Context: an optimization exercise on an open-source flow, tuned for small area. The choices shown serve that exercise and are no tape-out recipe. Function was checked by simulation only, so behaviour that the tests miss may differ from the original. Power and IR drop assume default switching activity.

### config.mk
export PLATFORM = sky130hd
export DESIGN_NAME = measure_core
export DESIGN_NICKNAME = measure_core
export VERILOG_FILES = /design/flow/design.v
export SDC_FILE = /design/flow/constraint.sdc
export NUM_CORES = 4
export LEC_CHECK = 0
export CAP_MARGIN = 20
export CORE_MARGIN = 2
export CORE_UTILIZATION = 40
export SLEW_MARGIN = 20
### constraint.sdc
create_clock -name core_clock -period 5.0 [get_ports {gmii_tx_clk}]
set_input_delay 1.0000 -clock core_clock [delete_from_list [all_inputs] [get_ports {gmii_tx_clk}]]
set_output_delay 1.0000 -clock core_clock [all_outputs]
set_load 0.01 [all_outputs]
### design.v
`default_nettype none
package measure_pkg;
  typedef logic [7:0]  byte_t;
  typedef logic [47:0] mac_t;
  typedef logic [31:0] ipv4_t;
  typedef logic [31:0] stamp_t;
  typedef struct packed {
    logic  valid;
    logic  in_frame;    
    byte_t data;
  } rx_beat_t;
  typedef struct packed {
    logic        done;
    logic [15:0] length;   
  } frame_stat_t;
  typedef struct packed {
    logic  valid;
    mac_t  dst_mac;
    ipv4_t dst_ip;
  } arp_req_t;
  typedef struct packed {
    mac_t        eth_dst;
    mac_t        eth_src;
    logic [15:0] eth_type;
    logic [15:0] htype;
    logic [15:0] ptype;
    byte_t       hlen;
    byte_t       plen;
    logic [15:0] oper;
    mac_t        sha;
    ipv4_t       spa;
    mac_t        tha;
    ipv4_t       tpa;
  } arp_frame_t;
  localparam mac_t  OWN_MAC  = 48'h003776_000101;
  localparam ipv4_t OWN_IPV4 = {8'd10, 8'd0, 8'd21, 8'd105};
  localparam logic [39:0] MAGIC_CODE = 40'hcc_55_aa_33_0f;
  localparam logic [15:0] ETH_TYPE_ARP   = 16'h0806;
  localparam logic [15:0] ETH_TYPE_IPV4  = 16'h0800;
  localparam logic [15:0] ARP_HW_ETHER   = 16'h0001;
  localparam logic [15:0] ARP_OP_REQUEST = 16'd1;
  localparam logic [15:0] ARP_OP_REPLY   = 16'd2;
  localparam int unsigned OFS_SRC_MAC    = 6;
  localparam int unsigned OFS_TYPE       = 12;
  localparam int unsigned OFS_OPCODE     = 20;
  localparam int unsigned OFS_ARP_SRC_IP = 28;
  localparam int unsigned OFS_ARP_DST_IP = 38;
  localparam int unsigned OFS_MAGIC      = 42;
  localparam int unsigned OFS_STAMP      = 47;
  localparam int unsigned OFS_DECIDE     = 51;
  localparam byte_t       PREAMBLE_BYTE  = 8'h55;
  localparam byte_t       SFD_BYTE       = 8'hd5;
  localparam int unsigned TX_BODY_START  = 8;
  localparam int unsigned TX_BODY_BYTES  = 60;
  localparam int unsigned TX_FCS_START   = TX_BODY_START + TX_BODY_BYTES;
  localparam int unsigned TX_FRAME_BYTES = 72;
  localparam int unsigned TX_COUNT_W     = 7;
  localparam int unsigned ARP_HDR_BYTES  = 42;   
  localparam logic [31:0] CRC_POLY_REF = 32'hedb88320;
  localparam logic [31:0] CRC_PRESET   = 32'hffffffff;
  localparam int unsigned ARP_QUEUE_DEPTH = 2;
  localparam int unsigned QUEUE_CNT_W     = $clog2(ARP_QUEUE_DEPTH + 1);
  localparam int unsigned QUEUE_PTR_W     = (ARP_QUEUE_DEPTH > 1) ? $clog2(ARP_QUEUE_DEPTH) : 1;
endpackage
`default_nettype wire
`timescale 1ns/100ps
`default_nettype none
import measure_pkg::*;
module crc32_gen (
  input  wire logic                gmii_tx_clk,
  input  wire logic                sys_rst,
  input  wire logic                crc_init,
  input  wire logic                crc_en,
  input  wire measure_pkg::byte_t  crc_data,
  output measure_pkg::stamp_t      crc_out
);
  logic [31:0] crc_q;
  logic [31:0] crc_base;
  function automatic logic [31:0] crc_byte(input logic [31:0] c, input logic [7:0] d);
    logic [31:0] r;
    logic        fb;
    r = c;
    for (int i = 0; i < 8; i++) begin
      fb = r[0] ^ d[i];
      r  = r >> 1;
      if (fb) r = r ^ CRC_POLY_REF;
    end
    crc_byte = r;
  endfunction
  assign crc_base = crc_init ? CRC_PRESET : crc_q;   
  always_ff @(posedge gmii_tx_clk) begin
    if (sys_rst) begin
      crc_q <= CRC_PRESET;
    end else if (crc_en) begin
      crc_q <= crc_byte(crc_base, crc_data);
    end else if (crc_init) begin
      crc_q <= CRC_PRESET;
    end
  end
  assign crc_out = ~{crc_q[7:0], crc_q[15:8], crc_q[23:16], crc_q[31:24]};
endmodule
`default_nettype wire
`timescale 1ns/100ps
`default_nettype none
import measure_pkg::*;
module rx_frame_parser (
  input  wire logic                    gmii_tx_clk,
  input  wire logic                    sys_rst,
  input  wire measure_pkg::rx_beat_t   rx_in,
  input  wire measure_pkg::stamp_t     global_counter,
  input  wire logic                    credit_return,
  output measure_pkg::frame_stat_t     frame_stat,
  output measure_pkg::arp_req_t        arp_req,
  output measure_pkg::stamp_t          rx_latency
);
  logic [15:0]            byte_cnt;
  logic                   beat_byte;
  logic                   beat_end;
  logic                   decide;
  logic                   arp_hit;
  logic                   take;
  logic [QUEUE_CNT_W-1:0] credits;
  measure_pkg::mac_t        rx_src_mac;
  logic [15:0] rx_type;
  logic [15:0] rx_opcode;
  measure_pkg::ipv4_t       rx_arp_src_ip;
  measure_pkg::ipv4_t       rx_arp_dst_ip;
  logic [39:0] rx_magic;
  measure_pkg::stamp_t      rx_stamp;
  logic        stat_done;
  logic [15:0] stat_len;
  logic        req_valid;
  measure_pkg::mac_t        req_mac;
  measure_pkg::ipv4_t       req_ip;
  function automatic logic in_field(input logic [15:0] idx, input int unsigned ofs,
                                    input int unsigned len);
    in_field = (idx >= ofs) && (idx < ofs + len);
  endfunction
  assign beat_byte = rx_in.valid & rx_in.in_frame;
  assign beat_end  = rx_in.valid & ~rx_in.in_frame;
  assign decide    = beat_byte && (byte_cnt == OFS_DECIDE);
  assign arp_hit = decide && (rx_magic != MAGIC_CODE) && (rx_type == ETH_TYPE_ARP) &&
                   (rx_opcode == ARP_OP_REQUEST) && (rx_arp_dst_ip == OWN_IPV4);
  assign take    = arp_hit && (credits != '0);   
  always_ff @(posedge gmii_tx_clk) begin
    if (beat_byte) begin
      if (in_field(byte_cnt, OFS_SRC_MAC, 6))    rx_src_mac    <= {rx_src_mac[39:0], rx_in.data};
      if (in_field(byte_cnt, OFS_TYPE, 2))       rx_type       <= {rx_type[7:0], rx_in.data};
      if (in_field(byte_cnt, OFS_OPCODE, 2))     rx_opcode     <= {rx_opcode[7:0], rx_in.data};
      if (in_field(byte_cnt, OFS_ARP_SRC_IP, 4)) rx_arp_src_ip <= {rx_arp_src_ip[23:0], rx_in.data};
      if (in_field(byte_cnt, OFS_ARP_DST_IP, 4)) rx_arp_dst_ip <= {rx_arp_dst_ip[23:0], rx_in.data};
      if (in_field(byte_cnt, OFS_MAGIC, 5))      rx_magic      <= {rx_magic[31:0], rx_in.data};
      if (in_field(byte_cnt, OFS_STAMP, 4))      rx_stamp      <= {rx_stamp[23:0], rx_in.data};
    end
  end
  always_ff @(posedge gmii_tx_clk) begin
    if (sys_rst) begin
      byte_cnt   <= '0;
      stat_done  <= 1'b0;
      req_valid  <= 1'b0;
      rx_latency <= '0;
      credits    <= QUEUE_CNT_W'(ARP_QUEUE_DEPTH);
    end else begin
      stat_done <= beat_end && (byte_cnt != '0);   
      req_valid <= take;
      if (beat_end) begin
        byte_cnt <= '0;
      end else if (beat_byte) begin
        byte_cnt <= byte_cnt + 16'd1;
      end
      if (decide && (rx_magic == MAGIC_CODE)) begin
        rx_latency <= global_counter - rx_stamp;
      end
      case ({take, credit_return})
        2'b10:   credits <= credits - 1'b1;
        2'b01:   credits <= credits + 1'b1;
        default: credits <= credits;
      endcase
    end
  end
  always_ff @(posedge gmii_tx_clk) begin
    if (beat_end) stat_len <= byte_cnt;
    if (take) begin
      req_mac <= rx_src_mac;      
      req_ip  <= rx_arp_src_ip;
    end
  end
  assign frame_stat = {stat_done, stat_len};   
  assign arp_req    = {req_valid, req_mac, req_ip};   
endmodule
`default_nettype wire
`timescale 1ns/100ps
`default_nettype none
import measure_pkg::*;
module rx_rate_counter (
  input  wire logic                      gmii_tx_clk,
  input  wire logic                      sys_rst,
  input  wire logic                      sec_oneshot,
  input  wire measure_pkg::frame_stat_t  frame_stat,
  output measure_pkg::stamp_t            rx_pps,
  output measure_pkg::stamp_t            rx_throughput
);
  measure_pkg::stamp_t pkt_acc;
  measure_pkg::stamp_t byte_acc;
  always_ff @(posedge gmii_tx_clk) begin
    if (sys_rst) begin
      pkt_acc       <= '0;
      byte_acc      <= '0;
      rx_pps        <= '0;
      rx_throughput <= '0;
    end else if (sec_oneshot) begin
      rx_pps        <= pkt_acc;    
      rx_throughput <= byte_acc;
      pkt_acc       <= '0;
      byte_acc      <= '0;
    end else if (frame_stat.done) begin
      pkt_acc  <= pkt_acc + 32'd1;
      byte_acc <= byte_acc + {16'h0, frame_stat.length};
    end
  end
endmodule
`default_nettype wire
`timescale 1ns/100ps
`default_nettype none
import measure_pkg::*;
module arp_req_fifo (
  input  wire logic                   gmii_tx_clk,
  input  wire logic                   sys_rst,
  input  wire measure_pkg::arp_req_t  arp_req,
  input  wire logic                   pop,
  output measure_pkg::arp_req_t       head,
  output logic                        credit_return
);
  logic [80:0]            mem [0:ARP_QUEUE_DEPTH-1];   
  logic [QUEUE_PTR_W-1:0] wr_ptr;
  logic [QUEUE_PTR_W-1:0] rd_ptr;
  logic [QUEUE_CNT_W-1:0] count;
  logic                   pop_ok;
  measure_pkg::arp_req_t  rd_entry;
  function automatic logic [QUEUE_PTR_W-1:0] ptr_next(input logic [QUEUE_PTR_W-1:0] p);
    ptr_next = (p == QUEUE_PTR_W'(ARP_QUEUE_DEPTH - 1)) ? '0 : p + 1'b1;
  endfunction
  assign pop_ok        = pop & (count != '0);
  assign credit_return = pop_ok;   
  always_ff @(posedge gmii_tx_clk) begin
    if (arp_req.valid) mem[wr_ptr] <= arp_req;
  end
  always_ff @(posedge gmii_tx_clk) begin
    if (sys_rst) begin
      wr_ptr <= '0;
      rd_ptr <= '0;
      count  <= '0;
    end else begin
      if (arp_req.valid) wr_ptr <= ptr_next(wr_ptr);
      if (pop_ok)        rd_ptr <= ptr_next(rd_ptr);
      case ({arp_req.valid, pop_ok})
        2'b10:   count <= count + 1'b1;
        2'b01:   count <= count - 1'b1;
        default: count <= count;
      endcase
    end
  end
  assign rd_entry = mem[rd_ptr];
  assign head     = {(count != '0), rd_entry.dst_mac, rd_entry.dst_ip};   
endmodule
`default_nettype wire
`timescale 1ns/100ps
`default_nettype none
import measure_pkg::*;
module arp_reply_tx (
  input  wire logic                   gmii_tx_clk,
  input  wire logic                   sys_rst,
  input  wire measure_pkg::arp_req_t  head,
  input  wire measure_pkg::stamp_t    crc_out,
  output logic                        pop,
  output measure_pkg::byte_t          gmii_txd,
  output logic                        gmii_tx_en,
  output logic                        crc_init,
  output logic                        crc_en,
  output measure_pkg::byte_t          crc_data
);
  logic [TX_COUNT_W-1:0] tx_cnt;   
  measure_pkg::mac_t                  dst_mac;
  measure_pkg::ipv4_t                 dst_ip;
  measure_pkg::arp_frame_t            reply;
  measure_pkg::byte_t                 tx_byte;
  logic                  in_body;
  assign pop = ~gmii_tx_en & head.valid;   
  assign reply = {
    dst_mac,          
    OWN_MAC,          
    ETH_TYPE_ARP,     
    ARP_HW_ETHER,     
    ETH_TYPE_IPV4,    
    8'd6,             
    8'd4,             
    ARP_OP_REPLY,     
    OWN_MAC,          
    OWN_IPV4,         
    dst_mac,          
    dst_ip            
  };
  always_comb begin
    int unsigned idx;
    idx = tx_cnt;
    if (idx < TX_BODY_START - 1) begin
      tx_byte = PREAMBLE_BYTE;
    end else if (idx == TX_BODY_START - 1) begin
      tx_byte = SFD_BYTE;
    end else if (idx < TX_BODY_START + ARP_HDR_BYTES) begin
      tx_byte = reply[8 * ARP_HDR_BYTES - 1 - 8 * (idx - TX_BODY_START) -: 8];
    end else if (idx < TX_FCS_START) begin
      tx_byte = 8'h00;   
    end else if (idx < TX_FRAME_BYTES) begin
      tx_byte = crc_out[31 - 8 * (idx - TX_FCS_START) -: 8];
    end else begin
      tx_byte = 8'h00;
    end
  end
  assign in_body  = gmii_tx_en && (tx_cnt >= TX_BODY_START) && (tx_cnt < TX_FCS_START);
  assign crc_en   = in_body;
  assign crc_init = gmii_tx_en && (tx_cnt == TX_BODY_START);
  assign crc_data = tx_byte;
  always_ff @(posedge gmii_tx_clk) begin
    if (sys_rst) begin
      gmii_tx_en <= 1'b0;
      tx_cnt     <= '0;
    end else if (pop) begin
      gmii_tx_en <= 1'b1;
      tx_cnt     <= TX_COUNT_W'(1);
    end else if (gmii_tx_en) begin
      if (tx_cnt == TX_COUNT_W'(TX_FRAME_BYTES)) begin
        gmii_tx_en <= 1'b0;   
      end else begin
        tx_cnt <= tx_cnt + 1'b1;
      end
    end
  end
  always_ff @(posedge gmii_tx_clk) begin
    if (pop) begin
      dst_mac  <= head.dst_mac;
      dst_ip   <= head.dst_ip;
      gmii_txd <= PREAMBLE_BYTE;
    end else if (gmii_tx_en && (tx_cnt < TX_COUNT_W'(TX_FRAME_BYTES))) begin
      gmii_txd <= tx_byte;
    end else begin
      gmii_txd <= 8'h00;
    end
  end
endmodule
`default_nettype wire
`timescale 1ns/100ps
`default_nettype none
import measure_pkg::*;
module measure_core (
  input  wire logic        gmii_tx_clk,
  input  wire logic        sys_rst,
  input  wire logic        sec_oneshot,
  input  wire logic [31:0] global_counter,
  input  wire logic [9:0]  rx_in,            
  output logic      [7:0]  gmii_txd,
  output logic             gmii_tx_en,
  output logic      [31:0] rx_pps,
  output logic      [31:0] rx_throughput,
  output logic      [31:0] rx_latency
);
  measure_pkg::frame_stat_t frame_stat;
  measure_pkg::arp_req_t    arp_req;
  measure_pkg::arp_req_t    head;
  logic        pop;
  logic        credit_return;
  measure_pkg::stamp_t      crc_out;
  logic        crc_init;
  logic        crc_en;
  measure_pkg::byte_t       crc_data;
  rx_frame_parser i_rx_frame_parser (
    .gmii_tx_clk    (gmii_tx_clk),
    .sys_rst        (sys_rst),
    .rx_in          (rx_in),
    .global_counter (global_counter),
    .credit_return  (credit_return),
    .frame_stat     (frame_stat),
    .arp_req        (arp_req),
    .rx_latency     (rx_latency)
  );
  rx_rate_counter i_rx_rate_counter (
    .gmii_tx_clk   (gmii_tx_clk),
    .sys_rst       (sys_rst),
    .sec_oneshot   (sec_oneshot),
    .frame_stat    (frame_stat),
    .rx_pps        (rx_pps),
    .rx_throughput (rx_throughput)
  );
  arp_req_fifo i_arp_req_fifo (
    .gmii_tx_clk   (gmii_tx_clk),
    .sys_rst       (sys_rst),
    .arp_req       (arp_req),
    .pop           (pop),
    .head          (head),
    .credit_return (credit_return)
  );
  arp_reply_tx i_arp_reply_tx (
    .gmii_tx_clk (gmii_tx_clk),
    .sys_rst     (sys_rst),
    .head        (head),
    .crc_out     (crc_out),
    .pop         (pop),
    .gmii_txd    (gmii_txd),
    .gmii_tx_en  (gmii_tx_en),
    .crc_init    (crc_init),
    .crc_en      (crc_en),
    .crc_data    (crc_data)
  );
  crc32_gen i_crc32_gen (
    .gmii_tx_clk (gmii_tx_clk),
    .sys_rst     (sys_rst),
    .crc_init    (crc_init),
    .crc_en      (crc_en),
    .crc_data    (crc_data),
    .crc_out     (crc_out)
  );
endmodule
`default_nettype wire
### run.sh
#!/bin/bash
# synth_recipe.tcl (not shown) runs the flow's synth.tcl, then flattens the netlist and writes it again
# the make line also repeats each setting of config.mk as NAME=value (left out here)
make -C /OpenROAD-flow-scripts/flow DESIGN_CONFIG=/design/flow/config.mk WORK_HOME=/design/flow/orfs CLKGATE_MAP_FILE= SYNTH_SCRIPT=/design/flow/synth_recipe.tcl finish
==> summary.md <==
## Synth
* Post-synth EDFFs: 552
* synthesized area: 32,100 um2
* synthesized area divided by synthesized cell count: 13.7 um2
* list of most frequent post-synthesis cells: sky130_fd_sc_hd__edfxtp_1, sky130_fd_sc_hd__nor2_1, sky130_fd_sc_hd__dfxtp_1, sky130_fd_sc_hd__a21oi_1
* number of warnings reported in the yosys synthesis log: 5
* #FFs+latches synth: 784
* leading cell type by number of instances after synthesis: sky130_fd_sc_hd__edfxtp_1
* cell count after synthesis: 2,345
* Area contributors post-synth: sky130_fd_sc_hd__edfxtp_1, sky130_fd_sc_hd__dfxtp_1, sky130_fd_sc_hd__nor2_1, sky130_fd_sc_hd__mux2_2, sky130_fd_sc_hd__mux2i_1
* leading area contributor after synthesis: sky130_fd_sc_hd__edfxtp_1
* share of async-settable or async-resettable flops after synthesis: 0%
* predominant post-synthesis flop cell: sky130_fd_sc_hd__edfxtp_1
* sequential element share of the synthesized area: 66.2%
* count of unique library cells instantiated by Yosys: 97
* Synthesized Nets: 2,456
* top cell type's share of synthesized area: 51.7%

## Timing
* Worst Tran Pin Value: 0.872 ns
* Final Cycle Share: 85.8%
* total count of max-transition violations in the final report: 0
* post-route minimum period: 4.29 ns
* f_max: 233 MHz
* hold violation count in the final report: 0
* final setup vio count: 0
* Layout Skew: 0.0255 ns
* worst-case headroom to the max-slew limit: 41.7%
* RSZ-0062 raised after global routing: false
* summed negative setup slack over all endpoints: 0 ns

## CTS
* CTS Buf Count: 82
* PostCTS Resize Cnt: 0
* H-tree depth: 3
* clock tree sinks: 784
* CTS max path bufs: 3
* Clock Latency Late Sink: 0.62 ns
* Post-CTS Setup Inserts: 0
* clock slew seen by the registers of the worst setup and hold paths: 0.06 ns
* master cell of the clock root buffer: sky130_fd_sc_hd__clkbuf_16
* number of buffers inserted for hold repair after clock tree synthesis: 0
* CTS tree: built

## Cells and area
* antenna diode count: 0
* Layout Nets: 2,632
* fraction of layout instances using a drive strength above 1: 13.3%
* fill cell instance count of the final layout: 6,918
* non-filler instance count after layout: 3,637
* layout-stage area growth over the synthesis result: 16.9%

## Floorplanning
* initial core utilization: 40.5%
* Die Footprint: 82,400 um2
* DIE WIDTH: 287 um
* Placeable Area: 79,100 um2
* die boundary height: 287 um
* top-level port count: 150
* row count: 103

## Global route
* wire length of the first global-routing pass: 103 mm
* total global-route track usage: 15.7%
* total grt overflow: 0
* largest net degree at the start of global routing: 107
* number of global-route vias before repair: 18,900
* number of antenna violations at the first check in global routing: 1

## Pwr
* overall power: 13.8 mW
* combinational cell fraction of total power: 5.3%
* Clk network pwr share: 42.7%
* sequential power share: 52.0%
* LEAKAGE: 12.9 nW
* power per cell area: 370 nW/um2
* switch share: 21.6%
* net switching power: 2.99 mW
* cell-internal power: 10.9 mW
* worst IR drop on VDD: 0.245 mV

## Critical path
* buffer and inverter count on the worst path: 1
* arrival time of data at the critical path endpoint: 4.80 ns
* kind of start point of the critical path: flop
* cell with the largest stage delay on the worst path: sky130_fd_sc_hd__a2111oi_0
* crit-path max cell delay: 0.60 ns
* maximum net fanout on the critical path: 14
* required time reported for the critical path endpoint: 5.51 ns
* Worst setup EP type: flop
* ordered cell list for the critical path: inv_2, ha_1, or3b_1, o21ai_1, a21oi_1, a2111oi_0, a311o_1, a21oi_1, o221a_2, xnor2_4, xor3_1, xnor2_1, nor2_1, a211o_1
* cell type group with the largest total delay on the critical path: compound AO/OA/AOI/OAI gates
* worst setup path category: reg2reg
* reg-to-reg critical path startpoint: i_arp_reply_tx.tx_cnt[0]$_SDFFE_PP0P_
* Reg2Reg Depth: 14
* CP most frequent cell: sky130_fd_sc_hd__a21oi_1
* Register-to-Register Setup Slack: 0.71 ns
* endpoint of the worst register-to-register path: i_crc32_gen.crc_q[17]$_SDFF_PP1_

## Min path
* start point of the worst hold path: i_rx_frame_parser.rx_src_mac[40]$_DFFE_PP_
* Worst Hold Path Cells: 0
* hold path endpoint: i_rx_frame_parser.req_mac[40]$_DFFE_PP_
* Hold Path Class: reg2reg

## Routing
* number of nets still failing antenna checks after routing: 0
* DRC marker count from the first detailed-route iteration: 1,015
* count of unresolved DRC violations after routing: 0
* iteration count of the initial detailed-routing pass: 5
* vias: 18,300
* detailed-route wire length: 64.3 mm
* Routed WL per cell: 17.7 um
* average vias per placed instance: 5.03

## Flow run
* count of maximum capacitance violations: 0

## Placed design
* input/output buffers: 149
* Post-Place Cells: 3,487
* final weighted congestion of routability-driven global placement: 0.857
* Detail Placement HPWL: 42.3 mm

## Status
* status: finished clean

## cell usage in the layout (no fill, tap or decap), types with 8 or more instances in the layout
master,Yosys,final
sky130_fd_sc_hd__xnor2_1,81,81
sky130_fd_sc_hd__clkbuf_1,57,12
sky130_fd_sc_hd__a21oi_1,109,109
sky130_fd_sc_hd__nor4_1,20,18
sky130_fd_sc_hd__edfxtp_1,552,552
sky130_fd_sc_hd__xor2_1,79,79
sky130_fd_sc_hd__clkdlybuf4s50_1,0,147
sky130_fd_sc_hd__mux2i_1,85,85
sky130_fd_sc_hd__buf_4,7,33
sky130_fd_sc_hd__nand2_1,76,75
sky130_fd_sc_hd__or3_1,13,13
sky130_fd_sc_hd__nand4_1,22,22
sky130_fd_sc_hd__xnor2_2,8,8
sky130_fd_sc_hd__ha_1,64,64
sky130_fd_sc_hd__nor3b_1,9,9
sky130_fd_sc_hd__nor2b_1,16,16
sky130_fd_sc_hd__a21o_1,20,20
sky130_fd_sc_hd__nor4bb_1,10,10
sky130_fd_sc_hd__clkinv_2,0,15
sky130_fd_sc_hd__inv_1,73,71
sky130_fd_sc_hd__clkbuf_8,0,8
sky130_fd_sc_hd__a31oi_1,15,15
sky130_fd_sc_hd__o21ai_1,10,9
sky130_fd_sc_hd__nor2_1,325,321
sky130_fd_sc_hd__clkinv_1,0,12
sky130_fd_sc_hd__a211o_1,12,12
sky130_fd_sc_hd__and3_1,21,21
sky130_fd_sc_hd__dfxtp_1,232,229
sky130_fd_sc_hd__nor3_1,40,39
sky130_fd_sc_hd__o21a_1,8,8
sky130_fd_sc_hd__mux4_2,21,21
sky130_fd_sc_hd__nand2b_1,13,13
sky130_fd_sc_hd__clkbuf_16,0,86
sky130_fd_sc_hd__nand3_1,35,35
sky130_fd_sc_hd__o21ai_0,56,56
sky130_fd_sc_hd__mux2_2,85,85
## how the worst max path moves through the flow
stage | slack [ns] | endpoint | cells after the start | start
2_1_floorplan | 0.73 | i_arp_req_fifo.mem[0][0]$_DFFE_PP_ | 2 | i_rx_frame_parser.req_valid$_SDFF_PP0_
3_3_place_gp | 0.41 | i_rx_frame_parser.rx_latency[30]$_SDFFE_PP0P_ | 15 | global_counter[0]
3_5_place_dp | 0.36 | i_rx_frame_parser.rx_latency[30]$_SDFFE_PP0P_ | 15 | global_counter[0]
4_1_cts | 0.76 | i_crc32_gen.crc_q[17]$_SDFF_PP1_ | 14 | i_arp_reply_tx.tx_cnt[0]$_SDFFE_PP0P_
5_1_grt | 0.44 | i_crc32_gen.crc_q[17]$_SDFF_PP1_ | 14 | i_arp_reply_tx.tx_cnt[2]$_SDFFE_PP0P_
6_report | 0.71 | i_crc32_gen.crc_q[17]$_SDFF_PP1_ | 14 | i_arp_reply_tx.tx_cnt[0]$_SDFFE_PP0P_
## stage by stage
stage	setup slack, ns	area (um2)	hold WS (ns)	util [%]
global route	0.438	37500	0.419	47.3
finish	0.710	37500	0.412	47.3
detailed placement	0.357	34800	0.405	44.0
CTS	0.755	37500	0.414	47.3
floorplan	0.728	32100	0.400	-
global placement	0.410	34800	0.401	43.9
## metal layers
| layer | GRT usage, % | up-vias | wire length (um) |
|---|---|---|---|
| li1 | - | 8949 | - |
| met1 | 20.5 | 8968 | 29100 |
| met2 | 26.8 | 285 | 31400 |
| met3 | 2.71 | 106 | 2260 |
| met4 | 4.62 | 0 | 1500 |
| met5 | 0 | - | 0 |
## final cells by class
cell class	instances	area, um2	share of cell area, %
clock buffer	108	2320	6.19
clock inverter	42	348	0.928
inverter	76	288	0.768
multi-input combinational	1394	10200	27.2
sequential	784	21200	56.7
tap	1050	1310	3.51
timing repair buffer	183	1790	4.77
## power by group through the flow
stage	logic, mW	registers (mW)	clock network [mW]
3_3_place_gp	0.740	7.33	0
3_5_place_dp	0.740	7.34	0
5_1_grt	0.800	7.22	6.34
2_1_floorplan	0.510	7.29	0
4_1_cts	0.743	7.20	6.08
6_report	0.736	7.20	5.91
## worst reg2reg max path: cells and delay by family, from the launching register on
kind / cells / cell delay (ns)
buffers and inverters: 1 / 0.14
and+or+nand+nor: 2 / 0.58
adders and majority gates: 1 / 0.43
AOI/OAI and AO/OA: 7 / 1.73
DFF: 1 / 0.36
xor gates and xnor gates: 3 / 0.95
## cells by family (layout without fill, tap and decap cells)
logic type | count (synthesis) | in the layout | share of synthesized area (%)
AO/OA/AOI/OAI | 319 | 319 | 6.63
XOR/XNOR | 180 | 180 | 5.69
adder cells (fa/ha/maj) | 66 | 66 | 2.62
buffers and inverters | 167 | 409 | 2.22
flip-flops | 784 | 784 | 66.2
multiplexers | 191 | 191 | 7.11
AND/OR/NAND/NOR | 638 | 638 | 9.53
## state kept, by name, summed over array words and instances, names as in the netlist, 40 cells and up
signal                        count
i_rx_frame_parser.rx_src_mac     48
i_rx_frame_parser.rx_magic       40
i_rx_frame_parser.req_mac        48
i_arp_req_fifo.mem              160
i_arp_reply_tx.dst_mac           48

afterwards: timing with drivers on the ports:
Ports are ideal in the flow. The routed layout listed here was re-timed in OpenROAD. Step 1 (the two cells are an assumption about what drives the block):
set clk [get_ports {gmii_tx_clk}]
set_driving_cell -lib_cell sky130_fd_sc_hd__clkbuf_16 $clk
set_driving_cell -lib_cell sky130_fd_sc_hd__buf_2 [delete_from_list [all_inputs] $clk]
Step 2 also shifts input and output timing later by t, the mid clock arrival at the registers, as if the neighbouring blocks saw the same clock. a / b / c = ideal ports / drivers / drivers and shift; a / b = the first two.
shift t [ns]: 0.665
setup slack, ns: 0.710 / 0.710 / 0.308
clock arrival spread, ns: 0.026 / 0.026
worst slew at a driven data input, ns: 0.06
After both steps setup and hold are still met in this run. The setup slack of this run moves by 0.000 ns with the drivers and by -0.402 ns with both steps.
